What follows belongs to an exercise in optimizing a design on an open flow for small area, a short achievable clock period and few clock cycles per item; a production flow would make more cautious choices. No run shown here included a check of the RTL's function; only the layout flow was run. Power is estimated from default activity; no workload was simulated.

## flow/design.v (module list and top-level ports; edited modules follow where they fit)
// module dsp_fa: 10 lines
// module dsp_ha: 9 lines
// module dsp_benc: 16 lines
// module dsp_xg: 10 lines
// module dsp_slice_top: 1939 lines
module dsp_slice_top (
    input  logic                 w_CLK,
    input  logic                 RSTALLCARRYIN,
    input  logic                 wb_cyc,
    input  logic                 wb_stb,
    input  logic [103:0]         wb_op,
    output logic                 wb_ack,
    output logic                 res_valid,
    output logic [52:0]          res,
    input  logic                 res_ready
);
  // ...
==> flow/flow/run.sh <==
#!/bin/bash
# The standard layout (standard.sh: the ORFS flow and synthesis), with
# the port buffers made of plain buffers instead of ORFS's default pick.
set -euo pipefail
export BUFFER_PORTS_ARGS="-buffer_cell sky130_fd_sc_hd__buf_2"
bash standard.sh > standard.log 2>&1
==> flow/standard.sh <==
#!/bin/bash
# synth_recipe.tcl (not shown) runs the flow's synth.tcl, then flattens the netlist and writes it again
# the make line also repeats each setting of config.mk as NAME=value (left out here)
make -C /OpenROAD-flow-scripts/flow DESIGN_CONFIG=/design/flow/config.mk WORK_HOME=/design/flow/orfs CLKGATE_MAP_FILE= SYNTH_SCRIPT=/design/flow/synth_recipe.tcl "${@:-finish}"
==> flow/config.mk <==
export PLATFORM = sky130hd
export DESIGN_NAME = dsp_slice_top
export DESIGN_NICKNAME = dsp_slice_top
export VERILOG_FILES = /design/flow/design.v
export SDC_FILE = /design/flow/constraint.sdc
export NUM_CORES = 4
export LEC_CHECK = 0
export CAP_MARGIN = 20
export CORE_MARGIN = 2
export CORE_UTILIZATION = 40
export SETUP_SLACK_MARGIN = 2.0
export SLEW_MARGIN = 20
export SYNTH_HIERARCHICAL = 1
export SYNTH_MINIMUM_KEEP_SIZE = 0
==> flow/constraint.sdc <==
create_clock -name core_clock -period 7.5 [get_ports {w_CLK}]
set_input_delay 1.5000 -clock core_clock [delete_from_list [all_inputs] [get_ports {w_CLK}]]
set_output_delay 1.5000 -clock core_clock [all_outputs]
set_load 0.01 [all_outputs]
==> run notes, run 1 <==
status timing/DRC/antenna clean; Post-synth EDFFs 311; DR WL/cell around 25 um; register area 9420 sq um; clock share of power 0.140; Non-clock buffer share 0.0400; final instance area 30800 sq um; final setup margin 2.17 ns; FFs w/ async S/R, synth 0; critical path depth 14; fin cells 3387; Crit Reg-Reg Endpoint co_q; routed length on met2 38.3 mm; area leader, netlist edfxtp_1; Clk Tree Root Cell clkbuf_16; Worst Hold Path EP q_c[31]; Setup violations, final 0; # Post-CTS Setup Buffers 0; # IOs around 160; num tapcells 931; Core Area 68700 sq um; Non-clk bufs 211; clk buf depth 3; total grt overflow 0; CP max stage cell and2_1; WP buf/inv 0; P_int 7.27 mW; Final min period 5.33 ns; Total Wirelength 86.0 mm; seq_cells 315; TritonCTS Buffers 39
==> inputs of run 2 (changes only) <==
--- a/flow/design.v
+++ b/flow/design.v
@@ -106,30 +106,29 @@
     input  logic                 wb_cyc,
     input  logic                 wb_stb,
     input  logic [103:0]         wb_op,
     output logic                 wb_ack,
     output logic                 res_valid,
     output logic [52:0]          res,
     input  logic                 res_ready
 );
-    logic [103:0] in_op;
     logic [29:0] a;
     logic [17:0] b;
     logic [47:0] c;
     logic [1:0]  x_sel, y_sel, z_sel;
     logic        sub, cin;
-    assign a     = in_op[103:74];
-    assign b     = in_op[73:56];
-    assign c     = in_op[55:8];
-    assign x_sel = in_op[7:6];
-    assign y_sel = in_op[5:4];
-    assign z_sel = in_op[3:2];
-    assign sub   = in_op[1];
-    assign cin   = in_op[0];
+    assign a     = wb_op[103:74];
+    assign b     = wb_op[73:56];
+    assign c     = wb_op[55:8];
+    assign x_sel = wb_op[7:6];
+    assign y_sel = wb_op[5:4];
+    assign z_sel = wb_op[3:2];
+    assign sub   = wb_op[1];
+    assign cin   = wb_op[0];
     logic [26:0] am;
     assign am = a[26:0];
     logic x_mult, x_ab, x_p, y_c, y_ones, z_p, z_c, z_sh;
     assign x_mult = (x_sel == 2'd1);
     assign x_p    = (x_sel == 2'd2);
     assign x_ab   = (x_sel == 2'd3);
     assign y_c    = (y_sel == 2'd1);
     assign y_ones = (y_sel == 2'd2);
@@ -143,34 +142,35 @@
     assign k48   = sub ? ~(neg_m | x_neg) : neg_m;
     logic [47:0] ab, xab, yrow, zrow;
     assign ab = {a, b};
     for (genvar g = 0; g < 6; g++) begin : g_x
         dsp_xg u_xg (.x_sel(x_sel), .sub(sub), .ab(ab[8*g +: 8]), .x(xab[8*g +: 8]));
     end
     assign yrow = ({48{y_c}} & c | {48{y_ones}}) ^ {48{sub}};
     assign zrow = {48{z_c}} & c;
-    logic sa_valid, sa_free, s1_valid, s1_adv, s1_free, accept;
+    logic first_q, pz;
+    always_ff @(posedge w_CLK) begin
+        if (RSTALLCARRYIN) begin
+            first_q <= 1'b1;
+        end else if (accept) begin
+            first_q <= 1'b0;
+        end
+    end
+    assign pz = first_q;
+    logic s1_valid, s1_adv, s1_free, accept;
     assign s1_adv  = s1_valid & (~res_valid | res_ready);
     assign s1_free = ~s1_valid | ~res_valid | res_ready;
-    assign sa_free = ~sa_valid | s1_free;
-    assign accept  = wb_cyc & wb_stb & sa_free;
+    assign accept  = wb_cyc & wb_stb & s1_free;
     assign wb_ack  = accept;
     always_ff @(posedge w_CLK) begin
         if (RSTALLCARRYIN) begin
-            sa_valid <= 1'b0;
             s1_valid <= 1'b0;
-        end else begin
-            if (sa_free) sa_valid <= accept;
-            if (s1_free) s1_valid <= sa_valid;
-        end
-    end
-    always_ff @(posedge w_CLK) begin
-        if (sa_free) begin
-            in_op <= wb_op;
+        end else if (s1_free) begin
+            s1_valid <= accept;
         end
     end
     logic bo0;
     logic bt0;
     logic bn0;
     logic pp1;
     logic pm2;
     logic pp3;
@@ -1441,17 +1441,17 @@
     dsp_fa u_s713 (.a(pm298), .b(s312), .ci(c632), .s(s713), .co(c714));
     dsp_fa u_s715 (.a(ps248), .b(pm300), .ci(pp246), .s(s715), .co(c716));
     dsp_ha u_s717 (.a(xab[43]), .b(ps304), .s(s717), .co(c718));
     assign s719 = ~sub;
     logic [49:0] r0, q0;
     assign r0 = {s719, xab[47], xab[46], xab[45], xab[44], s314, pm302, s313, s715, s713, s711, s709, c706, s705, s703, c700, c698, c696, c694, s693, c690, c688, c686, c684, c682, c680, c678, c676, c674, c672, c670, c668, c666, c664, c662, c660, c658, c656, c654, c652, c650, c648, c646, c644, c642, c640, s639, c636, c634, pm2};
     logic [49:0] r1, q1;
     assign r1 = {k48, s318, s317, s316, s315, c718, s717, c716, c714, c712, c710, c708, s707, c704, c702, s701, s699, s697, s695, c692, s691, s689, s687, s685, s683, s681, s679, s677, s675, s673, s671, s669, s667, s665, s663, s661, s659, s657, s655, s653, s651, s649, s647, s645, s643, s641, c638, s637, s635, s633};
-    logic q_xp, q_zp, q_zsh, q_sub;
+    logic q_xp, q_xo, q_zp, q_zsh, q_sub, q_pz;
     logic q_yc, q_yo, q_zc, q_n8;
     logic [47:0] q_c;
     always_ff @(posedge w_CLK) begin
         if (s1_free) begin
             q0[0] <= r0[0];
             q0[1] <= r0[1];
             q0[2] <= r0[2];
             q0[3] <= r0[3];
@@ -1546,34 +1546,36 @@
             q1[42] <= r1[42];
             q1[43] <= r1[43];
             q1[44] <= r1[44];
             q1[45] <= r1[45];
             q1[46] <= r1[46];
             q1[47] <= r1[47];
             q1[48] <= r1[48];
             q1[49] <= r1[49];
-            q_xp  <= x_p;
-            q_zp  <= z_p;
-            q_zsh <= z_sh;
+            q_xp  <= x_p & ~pz;
+            q_xo  <= x_p & pz & sub;
+            q_pz  <= pz;
+            q_zp  <= z_p & ~pz;
+            q_zsh <= z_sh & ~pz;
             q_sub <= sub;
             q_yc  <= y_c;
             q_yo  <= y_ones;
             q_zc  <= z_c;
             q_n8  <= bn8;
             q_c   <= c;
         end
     end
     logic [47:0] p_q, p_sh, xprow, zprow;
-    logic        co_q, pdp_q, pbdp_q, p_clr;
+    logic        co_q, pdp_q, pbdp_q;
     assign p_sh  = {{17{p_q[47]}}, p_q[47:17]};
     logic [47:0] yprow;
-    assign xprow = {48{q_xp & ~p_clr}} & (p_q ^ {48{q_sub}}) | {48{q_xp & p_clr & q_sub}} | {31'd0, q_n8, 16'd0};
+    assign xprow = {48{q_xp}} & (p_q ^ {48{q_sub}}) | {48{q_xo}} | {31'd0, q_n8, 16'd0};
     assign yprow = ({48{q_yc}} & q_c | {48{q_yo}}) ^ {48{q_sub}};
-    assign zprow = {48{q_zc}} & q_c | {48{q_zp & ~p_clr}} & p_q | {48{q_zsh & ~p_clr}} & p_sh;
+    assign zprow = {48{q_zc}} & q_c | {48{q_zp}} & p_q | {48{q_zsh}} & p_sh;
     logic s720;
     logic c721;
     logic s722;
     logic c723;
     logic s724;
     logic c725;
     logic s726;
     logic c727;
@@ -2012,30 +2014,28 @@
     dsp_fa u_s1012 (.a(q0[49]), .b(q1[49]), .ci(c913), .s(s1012), .co(c1013));
     logic [49:0] u0, u1, t;
     assign u0 = {s1012, s1010, c1007, c1005, c1003, c1001, c999, c997, c995, c993, c991, c989, c987, c985, c983, c981, c979, c977, c975, c973, c971, c969, c967, c965, c963, c961, c959, c957, c955, c953, c951, c949, c947, c945, c943, c941, c939, c937, c935, c933, c931, c929, c927, c925, c923, c921, c919, c917, c915, s816};
     assign u1 = {c1011, c1009, s1008, s1006, s1004, s1002, s1000, s998, s996, s994, s992, s990, s988, s986, s984, s982, s980, s978, s976, s974, s972, s970, s968, s966, s964, s962, s960, s958, s956, s954, s952, s950, s948, s946, s944, s942, s940, s938, s936, s934, s932, s930, s928, s926, s924, s922, s920, s918, s916, s914};
     assign t  = u0 + u1;
     always_ff @(posedge w_CLK) begin
         if (RSTALLCARRYIN) begin
             res_valid <= 1'b0;
-            p_clr     <= 1'b1;
         end else if (s1_adv) begin
             res_valid <= 1'b1;
-            p_clr     <= 1'b0;
         end else if (res_ready) begin
             res_valid <= 1'b0;
         end
     end
     always_ff @(posedge w_CLK) begin
         if (s1_adv) begin
             p_q    <= t[47:0];
             co_q   <= q_sub ? ~t[49] : t[48];
-            pdp_q  <= ~p_clr & ~p_q[47] & ~p_q[46];
-            pbdp_q <= ~p_clr & p_q[47] & p_q[46];
+            pdp_q  <= ~q_pz & ~p_q[47] & ~p_q[46];
+            pbdp_q <= ~q_pz & p_q[47] & p_q[46];
         end
     end
     logic pd, pbd, nodet;
     assign pd    = ~p_q[47] & ~p_q[46];
     assign pbd   = p_q[47] & p_q[46];
     assign nodet = p_q[47] ^ p_q[46];
     assign res   = {p_q, co_q, pd, pbd, pdp_q & nodet, pbdp_q & nodet};
 endmodule
==> run notes, run 2 <==
critical path launch point type flop (unchanged); clock share of power 0.087 (was 0.140); Inserted Diodes 0 (was 2); Clk Tree Root Cell clkbuf_16 (unchanged); max_cap viols 0 (unchanged); die height 252 um (was 267 um); Reg clk slew, reported paths 0.06 ns (was 0.07 ns); first-pass GRT wire length 119 mm (was 130 mm); final core utilization 0.448 (about the same); final hold vios 0 (unchanged); P_int 6.65 mW (was 7.27 mW); worst-skew pair later-pin latency 0.54 ns (was 0.58 ns); # fillers 5514 (was 6413); initial antenna violation count 1 (was 0); nets 2789 (was 2932); most common library cells after synthesis xnor2_1 (342), fa_1 (327), a22oi_1 (253) (was xnor2_1 (349), fa_1 (327), edfxtp_1 (311)); DR WL/cell 25.7 um (was 25.4 um); total grt overflow 0 (unchanged); crit path capture type flop (unchanged); Post-Syn Area per Cell 11.0 sq um (was 11.7 sq um); final instance area 27100 sq um (was 30800 sq um); Slew headroom 0.251 (was 0.308); Post-DP HPWL 56.9 mm (was 62.3 mm); share of post-route cells with drive strength above 1 0.136 (was 0.130); Starting Density 0.406 (was 0.404); port bufs 163 (unchanged); CP Class flop to flop (unchanged); clk buf depth 3 (unchanged); H-tree depth 1 (was 2); most frequent cells in the layout xnor2_1 (342), fa_1 (326), a22oi_1 (253) (was xnor2_1 (349), fa_1 (327), edfxtp_1 (311)); P_leak 11.0 nW (was 11.8 nW); Setup TNS 0 ns (unchanged); Psw 6.38 mW (was 6.29 mW); number of core rows 90 (was 96); First-pass DRT Iterations 8 (was 9); TritonCTS Buffers 24 (was 39); pwr dens 480 nW/um^2 (was 440 nW/um^2); Sw Ratio 0.490 (was 0.464); Routed Antenna Nets 0 (unchanged); die area 63400 sq um (was 71500 sq um); met2 global-route usage 0.364 (was 0.369); Post-synth EDFFs 209 (was 311); Synth Cell Area 24500 sq um (was 27800 sq um); Final min period 5.45 ns (was 5.33 ns); Slew @ Worst Pin 1.12 ns (was 1.04 ns); Final period util 0.726 (was 0.711); Yosys cell types 69 (unchanged); area of the multi-input gates 17400 sq um (was 17500 sq um); yosys warns 7 (unchanged); Slew Limit Fails 0 (unchanged); most common cell after layout, fill and taps aside xnor2_1 (unchanged); Die X-Extent 252 um (was 267 um); GR Util met3 0.0497 (was 0.0474); Max FO, Critical Path 8 (was 18); area grow syn2layout 10.5% (was 10.9%); overall power 13.0 mW (was 13.6 mW); CP required 7.78 ns (was 7.83 ns); GR Util met1 0.366 (was 0.354); combinational power share 0.702 (was 0.618); biggest regs q0: 50 flops, q1: 50 flops (was in_op: 104 flops, q0: 50 flops, q1: 50 flops); RD Place Congestion 0.900 (was 0.911); Area after DPL 26100 sq um (was 29400 sq um); status timing/DRC/antenna clean (unchanged); clk_skew 0.00871 ns (was 0.0293 ns); Seq/Total Area, Yosys 0.258 (was 0.339); Overall Global Routing Usage 0.247 (was 0.242); largest net degree at the start of global routing 91 (was 83); most frequent cell after synthesis xnor2_1 (unchanged); Min-Delay Path Class flop to flop (unchanged); Vias/cell 6.01 (was 5.78); maximum VDD drop 0.266 mV (was 0.225 mV); Core Area 60500 sq um (was 68700 sq um); synth top area cells fa_1 (27%), edfxtp_1 (26%), xnor2_1 (12%), a22oi_1 (7.7%), xor2_1 (3.8%) (was edfxtp_1 (34%), fa_1 (24%), xnor2_1 (11%), a22oi_1 (6.3%), ha_1 (3.2%)); Total Wirelength 79.2 mm (was 86.0 mm); Main synth FF type edfxtp_1 (unchanged); GR peak layer met1 (was met2); Setup violations, final 0 (unchanged); Clock Sink Count 212 (was 315); sequential power share 0.211 (was 0.241); Hold Buf Count CTS 0 (unchanged); RSZ-0062 raised after global routing yes (unchanged); area leader, netlist fa_1 (was edfxtp_1); FFs w/ async S/R, synth 0 (unchanged); vias in the first global route 18670 (was 20062); Yosys reg bits 212 (was 315); CTS tree done (unchanged); DRT iter0 DRCs 2266 (was 2318); Arr. time, crit path 5.73 ns (was 5.66 ns); Max Fclk 0.184 GHz (was 0.188 GHz); # IOs 164 (unchanged); Yosys top cell area share 0.267 (was 0.336); drc violations 0 (unchanged); Mapped Cells 2224 (was 2383); Reg2Reg Setup Slack 2.05 ns (was 2.17 ns); Vias 18522 (was 19583); register area 6340 sq um (was 9420 sq um)
run 2: cell types whose count changed after synthesis, sizes merged, moves of 19 or more:
| cell | before | now |
|---|---|---|
| a21o | 17 | 84 |
| xor2 | 61 | 106 |
| a21oi | 177 | 116 |
| and3 | 56 | 22 |
| edfxtp | 311 | 209 |
| a22oi | 234 | 253 |
| clkbuf | 149 | 129 |
| o21a | 52 | 5 |
run 2: power groups by stage:
stage | combinational (mW) | clock, mW | sequential [mW]
global route | 10.1 | 1.20 | 2.77
floorplan | 6.54 | 0 | 2.50
detailed placement | 8.85 | 0 | 2.77
CTS | 8.90 | 1.16 | 2.75
global placement | 8.72 | 0 | 2.78
finish | 9.14 | 1.14 | 2.75
run 2: per-stage QoR:
| stage | cells | setup WS (ns) | hold slack [ns] |
|---|---|---|---|
| after global routing | 3080 | 1.95 | 0.620 |
| after CTS | 3068 | 2.04 | 0.602 |
| after floorplan | 2226 | 2.31 | 0.454 |
| after global placement | 3011 | 1.43 | 0.581 |
| after detailed placement | 3012 | 1.62 | 0.591 |
| final | 3080 | 2.05 | 0.596 |
run 2: worst max-delay path, cell delays in order (launching register included):
cell and delay, ns:
edfxtp_1 0.41, buf_12 0.17, buf_12 0.14, xor2_1 0.14, a21o_1 0.20, fa_1 0.39, fa_1 0.52, fa_1 0.42
ha_1 0.37, o211ai_1 0.15, o21ai_2 0.27, a21oi_1 0.12, o41a_1 0.37, nor3_1 0.43, a22oi_1 0.27, o311ai_2 0.47
a41oi_1 0.20, xnor2_1 0.16
run 2: timing repair:
item / 4_1_cts / 5_1_grt
gates cloned: 0 / 0
pin swaps: 0 / 4
resized for setup: 0 / 15
buffers inserted: 13 / 11
setup endpoints to repair: 6 / 12
run 2: routing by layer:
metal	vias up	wire length, um
met3	141	8050
li1	7973	-
met5	-	0
met1	9330	35100
met2	1078	33800
met4	0	2300
run 2: modules after synthesis (local to each module, per instance):
module / copies in the design / cell area, sq um / cells inside
dsp_benc: 9 / 52.6 / 8
dsp_fa: 326 / 20.0 / 1
dsp_ha: 21 / 12.5 / 1
dsp_slice_top: 1 / 16600 / 1697
dsp_xg: 6 / 115 / 18
run 2: logic make-up (layout without fill, tap and decap cells):
kind of cell	count (synthesis)	in the layout	synth area share
buffers and inverters	258	330	0.0419
DFF	212	212	0.258
AOI/OAI and AO/OA	588	588	0.170
other	1	3	0.000153
muxes	1	1	0.000408
xor gates and xnor gates	448	448	0.160
adders and majority gates	399	399	0.303
and+or+nand+nor	317	317	0.0659
run 2: final cells by class:
cell class              count  share of cell area
multi-input cells        1756               0.642
flip-flops and latches    212               0.234
repair buffers            234              0.0530
well taps                 782              0.0361
clock buffers              26              0.0232
inverters                  53             0.00734
clock inverters            17             0.00429
run 2: final timing paths:
| kind | startpoint | endpoint | cells after the start |
|---|---|---|---|
| worst max-delay path | q_sub | p_q[42] | 17 |
| worst min-delay path | q_pz | pbdp_q | 1 |
| worst max register to register | q_sub | p_q[42] | 17 |
| worst min register to register | q_pz | pbdp_q | 1 |
==> inputs of run 3 (changes only) <==
--- a/flow/config.mk
+++ b/flow/config.mk
@@ -8,7 +8,7 @@
 export CAP_MARGIN = 20
 export CORE_MARGIN = 2
 export CORE_UTILIZATION = 40
-export SETUP_SLACK_MARGIN = 2.0
+export SETUP_SLACK_MARGIN = 2.5
 export SLEW_MARGIN = 20
 export SYNTH_HIERARCHICAL = 1
 export SYNTH_MINIMUM_KEEP_SIZE = 0
==> run notes, run 3 <==
DRT iter0 DRCs 2142 (was 2266); Setup TNS 0 ns (unchanged); FFs w/ async S/R, synth 0 (unchanged); P_leak 11.4 nW (was 11.0 nW); routed length on met2 36.1 mm (was 33.8 mm); Vias/cell 6.12 (was 6.01); CTS tree done (unchanged); most frequent cell after synthesis xnor2_1 (unchanged); hold path start s1_valid (was q_pz); Max Fclk 0.194 GHz (was 0.184 GHz); final hold vios 0 (unchanged); Min-Delay Path Class flop to flop (unchanged); max incr delay on CP 0.56 ns (was 0.52 ns); Yosys cell types 69 (unchanged); first-pass GRT wire length 122 mm (was 119 mm); initial antenna violation count 4 (was 1); Yosys top cell area share 0.267 (unchanged); biggest regs q0: 50 flops, q1: 50 flops (unchanged); crit path from q_sub (unchanged); most common cell after layout, fill and taps aside xnor2_1 (unchanged); Core Area 60500 sq um (unchanged); Overall Global Routing Usage 0.254 (was 0.247); RD Place Congestion 0.981 (was 0.900); Hold Buf Count CTS 0 (unchanged); # IOs 164 (unchanged); clk buf depth 3 (unchanged); share of post-route cells with drive strength above 1 0.192 (was 0.136); status timing/DRC/antenna clean (unchanged); Main synth FF type edfxtp_1 (unchanged); Inserted Diodes 0 (unchanged); vias in the first global route 18942 (was 18670); Total Wirelength 83.2 mm (was 79.2 mm); # fillers 5415 (was 5514); Synth Cell Area 24500 sq um (unchanged); most frequent cells in the layout xnor2_1 (342), fa_1 (315), a22oi_1 (252) (was xnor2_1 (342), fa_1 (326), a22oi_1 (253)); Slew Limit Fails 0 (unchanged); Reg clk slew, reported paths 0.06 ns (about the same); Setup violations, final 0 (unchanged); metal3 WL 9.27 mm (was 8.05 mm); area leader, netlist fa_1 (unchanged); drc violations 0 (unchanged); Slew headroom 0.360 (was 0.251); top layer reached by signal wires met5 (was met4); Routed Antenna Nets 0 (unchanged); Vias 19253 (was 18522); most common library cells after synthesis xnor2_1 (342), fa_1 (327), a22oi_1 (253) (unchanged); Clk Tree Root Cell clkbuf_16 (unchanged); Crit path top cell by count fa_1 (unchanged); CP Class flop to flop (unchanged); Post-synth EDFFs 209 (unchanged); area grow syn2layout 16.0% (was 10.5%); Post-DP HPWL 56.0 mm (was 56.9 mm); Final min period 5.14 ns (was 5.45 ns); DR WL/cell 26.4 um (was 25.7 um); die height 252 um (unchanged); Seq/Total Area, Yosys 0.258 (unchanged); number of core rows 90 (unchanged); WP buf/inv 3 (was 2); Max FO, Critical Path 8 (unchanged); RSZ-0062 raised after global routing yes (unchanged); H-tree depth 1 (unchanged); Largest delay share family, worst path compound AO/OA/AOI/OAI gates (unchanged); die area 63400 sq um (unchanged); CP max stage cell fa_1 (unchanged); synth top area cells fa_1 (27%), edfxtp_1 (26%), xnor2_1 (12%), a22oi_1 (7.7%), xor2_1 (3.8%) (unchanged); largest net degree at the start of global routing 81 (was 91); crit path capture type flop (unchanged); final core utilization 0.471 (was 0.448); Post-Syn Area per Cell 11.0 sq um (unchanged); port bufs 163 (unchanged); WL met1 34.4 mm (was 35.1 mm); Final period util 0.686 (was 0.726); max_cap viols 0 (unchanged); worst-skew pair later-pin latency 0.54 ns (about the same); Starting Density 0.406 (unchanged); Yosys reg bits 212 (unchanged); Arr. time, crit path 5.40 ns (was 5.73 ns); TritonCTS Buffers 21 (was 24); Crit Reg-Reg Startpoint q_sub (unchanged); maximum VDD drop 0.378 mV (was 0.266 mV); First-pass DRT Iterations 9 (was 8); nets 2859 (was 2789); crit-path cells buf_12 > buf_8 > buf_8 > xor2_1 > a21o_1 > fa_1 > fa_1 > fa_1 > ha_4 > a21oi_1 > o21ai_2 > a211o_1 > and3_4 > o2111ai_4 > a2111oi_4 > o31a_1 > or3_1 > a311o_1 (was buf_12 > buf_12 > xor2_1 > a21o_1 > fa_1 > fa_1 > fa_1 > ha_1 > o211ai_1 > o21ai_2 > a21oi_1 > o41a_1 > nor3_1 > a22oi_1 > o311ai_2 > a41oi_1 > xnor2_1); Slew @ Worst Pin 0.961 ns (was 1.12 ns); Die X-Extent 252 um (unchanged); Mapped Cells 2224 (unchanged); clk_skew 0.0328 ns (was 0.00871 ns); total grt overflow 0 (unchanged); pwr dens 512 nW/um^2 (was 480 nW/um^2); critical path launch point type flop (unchanged); Fin Hold WS 0.608 ns (was 0.596 ns); CP required 7.76 ns (was 7.78 ns); yosys warns 7 (unchanged); Clock Sink Count 212 (unchanged)
run 3: area by class of cell:
class,instances,area [sq um],area share
repair buffers,295,2210,0.0777
clock buffers,25,541,0.0190
multi-input cells,1768,18100,0.636
inverters,53,199,0.00699
flip-flops and latches,212,6340,0.223
clock inverters,11,87.6,0.00308
well taps,782,978,0.0344
run 3: final timing paths:
| check | endpoint | slack [ns] | cells past startpoint |
|---|---|---|---|
| setup / recovery | co_q | 2.36 | 18 |
| hold / removal | res_valid | 0.61 | 2 |
| setup reg to reg | co_q | 2.36 | 18 |
| hold reg to reg | res_valid | 0.61 | 2 |
run 3: repair_timing:
action | CTS | global route
endpoints found under the setup margin | 72 | 63
gates resized for setup | 76 | 68
setup buffers | 47 | 38
pin swaps | 23 | 33
cloned | 12 | 3
run 3: modules after synthesis (local to each module, per instance):
module / cells / area, sq um / times used
dsp_ha: 1 / 12.5 / 21
dsp_fa: 1 / 20.0 / 326
dsp_benc: 8 / 52.6 / 9
dsp_xg: 18 / 115 / 6
dsp_slice_top: 1697 / 16600 / 1
run 3: stage by stage:
step | power [mW] | instance area [sq um] | setup slack [ns] | instances
finish | 14.6 | 28500 | 2.36 | 3146
detailed placement | 11.6 | 26100 | 1.60 | 3010
floorplan | 9.04 | 24600 | 2.51 | 2226
global placement | 11.4 | 26000 | 1.52 | 3009
global route | 15.6 | 28500 | 2.27 | 3146
CTS | 13.3 | 27700 | 2.39 | 3105
run 3: worst reg2reg max path: cells and delay by family, from the launching register on:
family	cells	cell delay [ns]
AOI/OAI and AO/OA	8	1.70
DFF	1	0.44
buffers and inverters	3	0.45
xor gates and xnor gates	1	0.14
and+or+nand+nor	2	0.51
adders and majority gates	4	1.65
run 3: power breakdown:
part | switching, mW | internal [mW]
registers | 0.550 | 2.21
logic | 6.00 | 4.84
clock network | 0.451 | 0.550
run 3: cells by family after synthesis:
logic type      Yosys count  share of synthesized area
compound gates          588                      0.170
xor+xnor                448                      0.160
fa+ha+maj               399                      0.303
simple gates            317                     0.0659
buf+inv                 258                     0.0419
flops                   212                      0.258
other cells               1                   0.000153
mux                       1                   0.000408
run 3: per-layer routing:
layer | GRT usage | vias to the layer above
li1 | - | 8130
met1 | 0.368 | 9608
met2 | 0.382 | 1287
met3 | 0.0457 | 222
met4 | 0.0910 | 6
met5 | 0 | -

-- static timing again, ports no longer ideal --
In the flow no input, the clock included, has a driving cell. The finished layouts below were timed again as built, in two steps. Step 1: set_driving_cell puts a clkbuf_16 on w_CLK and a buf_2 on each other input, an assumption about the parent block. Step 2 adds t to the input delays and takes it off the output delays; t is the mean of the earliest and latest rising clock arrival at the registers after step 1. Input paths then give back, and output paths get back, about the clock's delay inside the block. Slacks: ideal / step 1 / step 2; pairs: ideal / step 1.
run | t (ns) | setup WS [ns] | clock arrival spread, ns | pins driven straight from the clock port
run 1 | 0.620 | 2.170 / 2.170 / 2.170 | 0.030 / 0.030 | 1
run 2 | 0.595 | 2.053 / 2.053 / 1.710 | 0.010 / 0.009 | 1
run 3 | 0.573 | 2.356 / 2.356 / 2.028 | 0.033 / 0.033 | 1
After both steps setup and hold are still met in every run listed. The setup slack of run 2, which loses most, moves by 0.000 ns with the drivers and by -0.343 ns with both steps.
